Source: an optimization exercise on an open RTL-to-GDS flow (aim: small area). Production flows keep margins and buffers that such runs may drop. Only simulation tests tie the RTL to the original design; equivalence was not proved. Power is estimated from default activity; no workload was simulated.

==> flow/design.v <==
`default_nettype none
module dma_top (
    input  wire         clk,
    input  wire         rst_n,
    input  wire         host_wr,
    input  wire         host_rd,
    input  wire [11:0]  host_addr,
    input  wire [31:0]  host_wdata,
    output logic [31:0] host_rdata,
    output logic        host_rvalid,
    output logic        mem_cmd_write,
    output logic [31:0] mem_cmd_addr,
    output logic [7:0]  mem_cmd_len,
    output logic        mem_cmd_valid,
    output logic [31:0] mem_wdata,
    output logic        mem_wvalid,
    output logic        mem_wlast,
    input  wire [31:0]  mem_rdata,
    input  wire         mem_rvalid,
    output logic        busy,
    output logic        xfer_done
);
    logic        wr_q, rd_q;
    logic [1:0]  region_q;    
    logic [5:0]  offset_q;
    logic [31:0] wdata_q;
    always_ff @(posedge clk) begin
        if (!rst_n) begin
            wr_q <= 1'b0;
            rd_q <= 1'b0;
        end else begin
            wr_q <= host_wr;
            rd_q <= host_rd;
        end
    end
    always_ff @(posedge clk) begin
        region_q <= (host_addr[11:10] != 2'b00 || host_addr[9:8] == 2'b11) ? 2'd3
                                                                             : host_addr[9:8];
        offset_q <= host_addr[7:2];
        wdata_q  <= host_wdata;
    end
    logic [31:0] wd;
    assign wd = rst_n ? wdata_q : 32'd0;
    logic wr_in, wr_cfg;
    assign wr_in  = wr_q && (region_q == 2'd0);
    assign wr_cfg = wr_q && (region_q == 2'd1);
    logic [31:0] ctrl_q, src_q, dst_q;
    logic        start;
    logic        wr_ctrl, wr_src, wr_dst;
    assign wr_ctrl = wr_cfg && (offset_q == 6'd0);
    assign wr_src  = wr_cfg && (offset_q == 6'd1);
    assign wr_dst  = wr_cfg && (offset_q == 6'd2);
    always_ff @(posedge clk) begin
        if (!rst_n || wr_ctrl) ctrl_q[31:2] <= wd[31:2];
        if (!rst_n || wr_ctrl || start) ctrl_q[1:0] <= wr_ctrl ? wd[1:0] : 2'd0;
        if (!rst_n || wr_src) src_q <= wd;
        if (!rst_n || wr_dst) dst_q <= wd;
    end
    logic       cmd_q;       
    logic       push_q;      
    logic [7:0] rem_q;       
    logic [4:0] idx_q;       
    logic       beat, last;
    logic       start_push;
    assign start      = (ctrl_q[1:0] != 2'd0) && !busy;
    assign start_push = (ctrl_q[1:0] == 2'd1);
    assign beat       = busy && !cmd_q && (push_q || mem_rvalid);
    assign last       = beat && (rem_q == 8'd0);
    always_ff @(posedge clk) begin
        if (!rst_n) begin
            busy      <= 1'b0;
            cmd_q     <= 1'b0;
            xfer_done <= 1'b0;
        end else begin
            busy      <= start || (busy && !last);
            cmd_q     <= start;
            xfer_done <= last;
        end
    end
    always_ff @(posedge clk) begin
        if (start) begin
            push_q <= start_push;
            rem_q  <= ctrl_q[31:24];
            idx_q  <= start_push ? src_q[6:2] : dst_q[6:2];
        end else if (beat) begin
            rem_q  <= rem_q - 8'd1;
            idx_q  <= idx_q + 5'd1;
        end
    end
    always_ff @(posedge clk) begin
        mem_cmd_addr <= start_push ? dst_q : src_q;
    end
    assign mem_cmd_valid = cmd_q;
    assign mem_cmd_write = push_q;
    assign mem_cmd_len   = rem_q;
    assign mem_wvalid    = busy && !cmd_q && push_q;
    assign mem_wlast     = mem_wvalid && (rem_q == 8'd0);
    logic [31:0] in_buf  [32];
    logic [31:0] out_buf [32];
    logic        pull_we;
    logic [31:0] rd_wd;
    assign pull_we = busy && !cmd_q && !push_q && mem_rvalid;
    assign rd_wd   = rst_n ? mem_rdata : 32'd0;
    always_ff @(posedge clk) begin
        for (int i = 0; i < 32; i++) begin
            if (!rst_n || (wr_in && offset_q[4:0] == 5'(i))) in_buf[i] <= wd;
            if (!rst_n || (pull_we && idx_q == 5'(i)))       out_buf[i] <= rd_wd;
        end
    end
    logic [31:0] psel, hsel_in, hsel_out;
    always_comb begin
        for (int i = 0; i < 32; i++) begin
            psel[i]     = (idx_q == 5'(i));
            hsel_in[i]  = (region_q == 2'd0) && (offset_q[4:0] == 5'(i));
            hsel_out[i] = (region_q == 2'd2) && (offset_q[4:0] == 5'(i));
        end
    end
    logic [31:0] pg [11];
    always_comb begin
        for (int j = 0; j < 11; j++) begin
            pg[j] = 32'd0;
            for (int i = 3 * j; i < 3 * j + 3 && i < 32; i++)
                pg[j] = pg[j] | (in_buf[i] & {32{psel[i]}});
        end
        mem_wdata = ((pg[0] | pg[1]) | (pg[2] | pg[3])) | ((pg[4] | pg[5]) | (pg[6] | pg[7]))
                  | ((pg[8] | pg[9]) | pg[10]);
    end
    logic [31:0] rd_mux;
    logic [31:0] hw   [67];
    logic [66:0] hsel;
    logic [31:0] hg   [23];
    always_comb begin
        for (int i = 0; i < 32; i++) begin
            hw[2 * i]       = in_buf[i];
            hsel[2 * i]     = hsel_in[i];
            hw[2 * i + 1]   = out_buf[i];
            hsel[2 * i + 1] = hsel_out[i];
        end
        hw[64] = ctrl_q;
        hw[65] = src_q;
        hw[66] = dst_q;
        hsel[64] = (region_q == 2'd1) && (offset_q == 6'd0);
        hsel[65] = (region_q == 2'd1) && (offset_q == 6'd1);
        hsel[66] = (region_q == 2'd1) && (offset_q == 6'd2);
        for (int j = 0; j < 23; j++) begin
            hg[j] = 32'd0;
            for (int i = 3 * j; i < 3 * j + 3 && i < 67; i++)
                hg[j] = hg[j] | (hw[i] & {32{hsel[i]}});
        end
        rd_mux = (((hg[0] | hg[1]) | (hg[2] | hg[3])) | ((hg[4] | hg[5]) | (hg[6] | hg[7])))
               | (((hg[8] | hg[9]) | (hg[10] | hg[11])) | ((hg[12] | hg[13]) | (hg[14] | hg[15])))
               | (((hg[16] | hg[17]) | (hg[18] | hg[19])) | ((hg[20] | hg[21]) | hg[22]));
    end
    always_ff @(posedge clk) begin
        if (!rst_n) host_rvalid <= 1'b0;
        else        host_rvalid <= rd_q;
        host_rdata <= rd_mux;
    end
endmodule
`default_nettype wire
Settings: LEC_CHECK=0, CAP_MARGIN=20, CORE_MARGIN=2, CORE_UTILIZATION=52, PLACE_DENSITY=0.68, SETUP_SLACK_MARGIN=0.2, SLEW_MARGIN=20; clock period 6.0 ns.
standard.sh (not shown) runs the stock make flow with config.mk's settings and CLKGATE_MAP_FILE= SYNTH_SCRIPT=/design/flow/synth_recipe.tcl, a recipe that flattens the netlist after the stock synthesis.
==> flow/flow/run.sh <==
#!/bin/bash
# Standard layout, with these changes:
#  - ABC maps the logic with an area-oriented script (the ORFS scripts are
#    copied and only abc_speed.script is replaced; synth_recipe.tcl is unchanged);
#  - clock tree synthesis uses clkbuf_8 in larger sink clusters and no dummy loads;
#  - the port buffers are buf_1 cells.
set -euo pipefail
rm -rf scripts_mod
cp -r "$FLOW_HOME/scripts" scripts_mod
cp flow/abc_speed.script scripts_mod/abc_speed.script
CTS="-sink_clustering_enable -repair_clock_nets -dont_use_dummy_load -buf_list sky130_fd_sc_hd__clkbuf_8 -sink_clustering_size 18 -sink_clustering_max_diameter 50"
bash standard.sh SCRIPTS_DIR="$PWD/scripts_mod" synth > synth.log 2>&1
bash standard.sh SCRIPTS_DIR="$PWD/scripts_mod" "CTS_ARGS=$CTS" \
  "BUFFER_PORTS_ARGS=-buffer_cell sky130_fd_sc_hd__buf_1" finish > layout.log 2>&1
==> flow/flow/abc_speed.script <==
&get -n
&st
&dch
&nf -R 1000 -p -F 10 -A 10 -a
&put
topo
The first run finished but fails on setup timing.
Rerun with:
CORE_UTILIZATION = 45   (was 52)
PLACE_DENSITY = 0.6   (was 0.68)
SETUP_SLACK_MARGIN = 0.5   (was 0.2)
=> This time the run produced a clean layout. Critical path depth stays the same. Via count is lower by 0.89%. Final cell count is higher by 5.4%. Routed wire length is higher by 3.1%. Power is higher by 2.0%. Count of clock-buffer cells in the layout is higher by 15. Worst setup slack gains 0.44 ns. Die area is higher by 15%. Sequential share of layout area is lower by 1.0 points. Global-route usage is lower by 3.8 points. Hold slack loses 0.077 ns.
Rerun with:
SETUP_SLACK_MARGIN = 0.2   (was 0.5)
What happened: The new run produced a clean layout. Flip-flop and latch count does not change. Final area went down by 0.81%. Total power went down by 1.3%. Setup slack is worse by 0.24 ns. Wire length went down by 1.7%. Register-to-register slack is worse by 0.05 ns.

-- re-timing with driven ports --
How much do the figures lean on ideal ports? The routed layouts below were timed once more, with nothing changed but the port constraints.
Step 1, drivers: a clkbuf_16 drives clk and a buf_2 each remaining input, both assumed.
Step 2 moves the port delays by t, midway between the first and last clock arrival at a register: inputs arrive t later, outputs are due t later. That takes back most of the time a late clock gives input paths.
Slacks: ideal ports / drivers / drivers and shift; pairs: ideal ports / drivers.
| run | shift t [ns] | setup WS [ns] | hold slack, ns | worst data-port slew with drivers (ns) |
|---|---|---|---|---|
| the first run | 1.004 | -0.004 / -0.077 / 0.928 | 0.326 / 0.277 / 0.464 | 0.11 |
| the second run | 1.034 | 0.433 / 0.357 / 1.391 | 0.250 / 0.205 / 0.435 | 0.06 |
| the third run | 1.027 | 0.188 / 0.111 / 1.138 | 0.256 / 0.210 / 0.435 | 0.06 |
